Background: an optimization exercise with open tools, aiming at small area. Do not read the settings as production practice. Only simulation tests tie the RTL to the original design; equivalence was not proved. The clock input has no modelled driver; a real chip could not lean on it and would need a root buffer or a full tree. Power and IR drop assume default switching activity.

## amber
Design vga_player_top, start of the top module:
module vga_player_top #(
    parameter int H_ACTIVE     = 640,
    parameter int H_FRONT      = 16,
    parameter int H_SYNC       = 96,
    parameter int H_BACK       = 80,
    parameter int V_ACTIVE     = 480,
    parameter int V_FRONT      = 1,
    parameter int V_SYNC       = 3,
    parameter int V_BACK       = 36,
    parameter int FRAME_REPEAT = 3,
    parameter int FRAME_COUNT  = 16
) (
    input  wire                             px_clk,
    input  wire                             rst,
    input  wire [2:0]                       color_on,
    input  wire [2:0]                       color_off,
    input  wire [3:0]                       io_in,
    output logic [3:0]                      qspi,
    output logic [5:0]                      rgb,
    output logic                            hsync,
    output logic                            vsync,
    output logic                            sound_p,
    output logic                            sound_n
);
    localparam int H_TOTAL = H_ACTIVE + H_FRONT + H_SYNC + H_BACK;
    localparam int V_TOTAL = V_ACTIVE + V_FRONT + V_SYNC + V_BACK;
    localparam int H_SYNC_START = H_ACTIVE + H_FRONT;
    localparam int V_SYNC_START = V_ACTIVE + V_FRONT;
    localparam int BANDS = V_ACTIVE / 8;
    function automatic logic geq(input logic [9:0] x, input logic [9:0] c);
        geq = 1'b1;
        for (int i = 0; i < 10; i++) begin
            geq = c[i] ? (x[i] && geq) : (x[i] || geq);
        end
    endfunction
    function automatic logic leq(input logic [9:0] x, input logic [9:0] c);
        leq = 1'b1;
        for (int i = 0; i < 10; i++) begin
            leq = c[i] ? (!x[i] || leq) : (!x[i] && leq);
        end
    endfunction
    logic [9:0] h;
    logic       blank;
    logic [5:0] bq;
    logic [2:0] ln;
    wire line_end    = h == H_TOTAL - 1;
    wire active_end  = !blank && bq == 6'(BANDS) && ln == 3'd7;
    wire frame_end   = blank && bq == 6'((V_TOTAL - V_ACTIVE) / 8 - 1) && ln == 3'd7;
    always_ff @(posedge px_clk) begin
        if (rst) begin
            h <= '0;
            {blank, bq, ln} <= {1'b0, 6'd1, 3'd0};
        end else if (line_end) begin
            h <= '0;
            if (frame_end) begin
  ...
Size: roughly 460 cells after synthesis, roughly 0.0068 mm² of cells after synthesis.
Settings: LEC_CHECK=0, CAP_MARGIN=20, CORE_MARGIN=2, CORE_UTILIZATION=60, SLEW_MARGIN=20; clock period 31.75 ns.
standard.sh (not shown) runs the stock make flow with config.mk's settings and CLKGATE_MAP_FILE= SYNTH_SCRIPT=/design/flow/synth_recipe.tcl, a recipe that flattens the netlist after the stock synthesis.
==> flow/flow/run.sh <==
#!/bin/bash
# The standard ORFS layout (standard.sh) with these changes:
#  - synthesis: ABC runs flow/abc_area_opt.script, an area-oriented script,
#    in place of ORFS's abc_speed.script, and adders are left to ABC instead
#    of being mapped to ha/fa cells (ADDER_MAP_FILE empty). Everything else
#    in synthesis (the -nofsm -noshare synth, flip-flop mapping, flattening,
#    renaming) is the standard flow's own synth_recipe.tcl, so the registers are the same.
#  - after floorplan, logic cells are swapped to the smallest cell of their
#    family (flow/downsize.tcl); placement's repair_design resizes as needed.
#  - port buffers are buf_1 (every port still gets its own buffer).
#  - clock tree of clkbuf_16 only, clusters of up to 28 registers, without
#    dummy loads; after CTS the middle tree level is removed
#    (flow/cts_flatten.tcl), so the clock port drives one root buffer that
#    drives every leaf buffer.
# Each ORFS step logs to orfs/logs/...; make's output goes to standard.log.
set -e
HERE=$(pwd)
rm -rf "$HERE/orfs_scripts"
cp -r "$FLOW_HOME/scripts" "$HERE/orfs_scripts"
cp "$HERE/flow/abc_area_opt.script" "$HERE/orfs_scripts/abc_speed.script"
export SCRIPTS_DIR="$HERE/orfs_scripts"
export ADDER_MAP_FILE=
export POST_FLOORPLAN_TCL="$HERE/flow/downsize.tcl"
export BUFFER_PORTS_ARGS="-buffer_cell sky130_fd_sc_hd__buf_1"
export POST_CTS_TCL="$HERE/flow/cts_flatten.tcl"
export CTS_ARGS="-sink_clustering_enable -repair_clock_nets -buf_list sky130_fd_sc_hd__clkbuf_16 -sink_clustering_size 28 -sink_clustering_max_diameter 100 -dont_use_dummy_load"
bash standard.sh > standard.log 2>&1
==> flow/flow/abc_area_opt.script <==
&get -n
&st
&dch
&nf -a
&st
&syn2
&if -g -K 6
&synch2
&nf -a
&st
&syn2
&if -g -K 6
&synch2
&nf -a
&st
&syn2
&if -g -K 6
&synch2
&nf -a
&st
&syn2
&if -g -K 6
&synch2
&nf -a
&st
&syn2
&if -g -K 6
&synch2
&nf -a
&st
&dch
&nf -a
&put
mfs2
strash
&get -n
&st
&dch
&nf -a -R 1000
&put
mfs2
strash
&get -n
&st
&dch
&nf -a -R 1000
&put
mfs2
strash
&get -n
&st
&dch
&nf -a -R 1000
&put
topo
==> flow/flow/cts_flatten.tcl <==
# After CTS: remove the clock tree's middle levels, so the root buffer (the
# only cell the clock port drives) feeds every leaf buffer directly. A
# buffer is bypassed when its output drives only other buffers and its input
# is not the clock port's net: its loads move to its input net, then the
# buffer and its output net are deleted.
set block [ord::get_db_block]
set clk_net [$block findNet px_clk]
proc is_buf {inst} {
  return [string match "sky130_fd_sc_hd__clkbuf_*" [[$inst getMaster] getName]]
}
proc out_iterm {inst} {
  foreach it [$inst getITerms] {
    if {[$it isOutputSignal]} { return $it }
  }
  return NULL
}
proc in_iterm {inst} {
  foreach it [$inst getITerms] {
    if {[$it isInputSignal]} { return $it }
  }
  return NULL
}
set changed 1
set removed 0
while {$changed} {
  set changed 0
  foreach inst [$block getInsts] {
    if {![is_buf $inst]} { continue }
    set oit [out_iterm $inst]
    set iit [in_iterm $inst]
    if {$oit eq "NULL" || $iit eq "NULL"} { continue }
    set onet [$oit getNet]
    set inet [$iit getNet]
    if {$onet eq "NULL" || $inet eq "NULL"} { continue }
    if {[$inet getName] eq [$clk_net getName]} { continue }
    set only_bufs 1
    set loads {}
    foreach it [$onet getITerms] {
      if {[$it getInst] eq $inst} { continue }
      if {![is_buf [$it getInst]]} { set only_bufs 0 }
      lappend loads $it
    }
    if {!$only_bufs || [llength $loads] == 0} { continue }
    foreach it $loads {
      $it disconnect
      $it connect $inet
    }
    $oit disconnect
    $iit disconnect
    odb::dbInst_destroy $inst
    odb::dbNet_destroy $onet
    incr removed
    set changed 1
    break
  }
}
puts "cts_flatten.tcl: removed $removed clock buffers"
Other scripts of this flow, unchanged in this note and not shown: flow/flow/downsize.tcl
Edits applied to the flow inputs when going from amber to cedar:
-- flow/flow/run.sh --
<<< amber, line 25
export POST_CTS_TCL="$HERE/flow/cts_flatten.tcl"
export CTS_ARGS="-sink_clustering_enable -repair_clock_nets -buf_list sky130_fd_sc_hd__clkbuf_16 -sink_clustering_size 28 -sink_clustering_max_diameter 100 -dont_use_dummy_load"
bash standard.sh > standard.log 2>&1
>>> cedar, line 25
export POST_CTS_TCL="$HERE/flow/cts_flatten.tcl"
export CTS_ARGS="-sink_clustering_enable -repair_clock_nets -buf_list sky130_fd_sc_hd__clkbuf_16 -sink_clustering_size 32 -sink_clustering_max_diameter 70 -dont_use_dummy_load"
bash standard.sh > standard.log 2>&1
==> flow/flow/abc_area_opt.script <==
&get -n
&st
&dch
&nf -a
&st
&syn2
&if -g -K 6
&synch2
&nf -a
&st
&syn2
&if -g -K 6
&synch2
&nf -a
&st
&syn2
&if -g -K 6
&synch2
&nf -a
&st
&dch
&nf -a
&put
mfs2
strash
&get -n
&st
&dch
&nf -a
&put
mfs2
strash
&get -n
&st
&dch
&nf -a
&nf -a -R 1000
&put
mfs2
strash
&get -n
&st
&dch
&nf -a -R 1000
&put
topo
Findings:
The overall global routing resource usage in cedar sits 0.63 points above the value recorded for amber.
Looking at worst setup path startpoint, the bq[2]$_SDFFE_PP0N_ result is from cedar; the frame_idx[0]$_SDFFE_PP0P_ one comes from amber.
Fmax across cedar and amber: no real change.
amber has a lower placed standard-cell area than cedar.
Comparing cedar and amber, the higher total length of routed wires is on cedar.
[compare] base=amber new=cedar: fraction of synthesized cell area in xor and xnor cells rose by 0.38 points, worst hold slack fell by 0.072 ns, floorplan die height stayed essentially flat, design area rose by 61 µm², register-to-register slack rose by 0.71 ns.
Between cedar and amber, number of clock buffers in the layout is higher for cedar, amber comes in under that.
Here is what was changed in the inputs of nickel compared with cedar.
-- flow/flow/run.sh --
<<< cedar, line 25
export POST_CTS_TCL="$HERE/flow/cts_flatten.tcl"
export CTS_ARGS="-sink_clustering_enable -repair_clock_nets -buf_list sky130_fd_sc_hd__clkbuf_16 -sink_clustering_size 32 -sink_clustering_max_diameter 70 -dont_use_dummy_load"
bash standard.sh > standard.log 2>&1
>>> nickel, line 25
export POST_CTS_TCL="$HERE/flow/cts_flatten.tcl"
export CTS_ARGS="-sink_clustering_enable -repair_clock_nets -buf_list sky130_fd_sc_hd__clkbuf_16 -sink_clustering_size 28 -sink_clustering_max_diameter 100 -dont_use_dummy_load"
bash standard.sh > standard.log 2>&1
-- flow/flow/abc_area_opt.script --
<<< cedar, line 36
&nf -a
&nf -a -R 1000
&put
mfs2
strash
&get -n
&st
&dch
&nf -a -R 1000
&put
>>> nickel, line 36
&nf -a
&put
--- outcome ---
Standard cell area after detailed placement: lower on cedar
nickel against cedar: wire length of the first global-routing pass has decreased; leakage dissipation dropped about 10%; upper clock frequency limit down 1.9%; worst path setup slack after routing lower.
Synthesized net count ends up lower on nickel.
Compared with cedar, in nickel clock network fraction of design power level, share of synthesized area occupied by flip-flops and latches moved down, effective utilization at floorplan moved down.
Diff cedar -> nickel | total design power | decrease of 5.0%
#### Input delta (juniper over nickel)
-- flow/flow/run.sh --
<<< nickel, line 13
#    (flow/cts_flatten.tcl), so the clock port drives one root buffer that
#    drives every leaf buffer.
# Each ORFS step logs to orfs/logs/...; make's output goes to standard.log.
>>> juniper, line 13
#    (flow/cts_flatten.tcl), so the clock port drives one root buffer that
#    drives every leaf buffer; the root is then resized to clkbuf_8.
# Each ORFS step logs to orfs/logs/...; make's output goes to standard.log.
-- flow/flow/abc_area_opt.script --
<<< nickel, line 3
&dch
&nf -a
>>> juniper, line 3
&dch
&nf -a
&st
&syn2
&if -g -K 6
&synch2
&nf -a
&st
&syn2
&if -g -K 6
&synch2
&nf -a
<<< nickel, line 28
&dch
&nf -a
&put
>>> juniper, line 38
&dch
&nf -a -R 1000
&put
<<< nickel, line 35
&dch
&nf -a
&put
>>> juniper, line 45
&dch
&nf -a -R 1000
&put
mfs2
strash
&get -n
&st
&dch
&nf -a -R 1000
&put
-- flow/flow/cts_flatten.tcl --
<<< nickel, line 57
puts "cts_flatten.tcl: removed $removed clock buffers"
>>> juniper, line 57
puts "cts_flatten.tcl: removed $removed clock buffers"

# The root now drives only the leaf buffers' inputs: a clkbuf_8 is enough.
foreach it [$clk_net getITerms] {
  set inst [$it getInst]
  if {[is_buf $inst] && [[$inst getMaster] getName] eq "sky130_fd_sc_hd__clkbuf_16"} {
    replace_cell [$inst getName] sky130_fd_sc_hd__clkbuf_8
    puts "cts_flatten.tcl: root [$inst getName] resized to clkbuf_8"
  }
}
Notes after the runs:
Sort juniper and nickel by core utilization desc -> top: juniper. juniper against nickel: count of plain and timing-repair buffers decreased by 3.7% relative to the old numbers; clock-buffer cell count comparable; violation count after the first detailed-routing iteration now sits higher. Of juniper and nickel, the higher wire length belongs to nickel.

-- what the ideal ports hide --
The results above use ideal ports. As a check the final layouts listed here were re-extracted and re-timed, cells and wires unchanged.
Step 1 assumes that a clkbuf_16 drives the clock port and a buf_2 every other input.
Step 2 times the ports against the registers' clock, not the clock port: input delays grow and output delays shrink by t, the midpoint of the rising clock arrivals with the driver on.
Three values: ideal ports, drivers, drivers and shift; two values: the first two.
run	t, ns	slack for setup (ns)	hold slack, ns	clock arrival spread, ns
amber	0.408	22.842 / 22.803 / 23.212	0.334 / 0.334 / 0.334	0.013 / 0.013
cedar	0.406	22.854 / 22.816 / 23.223	0.262 / 0.262 / 0.262	0.057 / 0.057
nickel	0.417	22.678 / 22.640 / 23.057	0.325 / 0.325 / 0.325	0.029 / 0.029
juniper	0.468	22.767 / 22.733 / 23.201	0.335 / 0.335 / 0.335	0.012 / 0.011
After both steps every run listed still meets setup and hold.
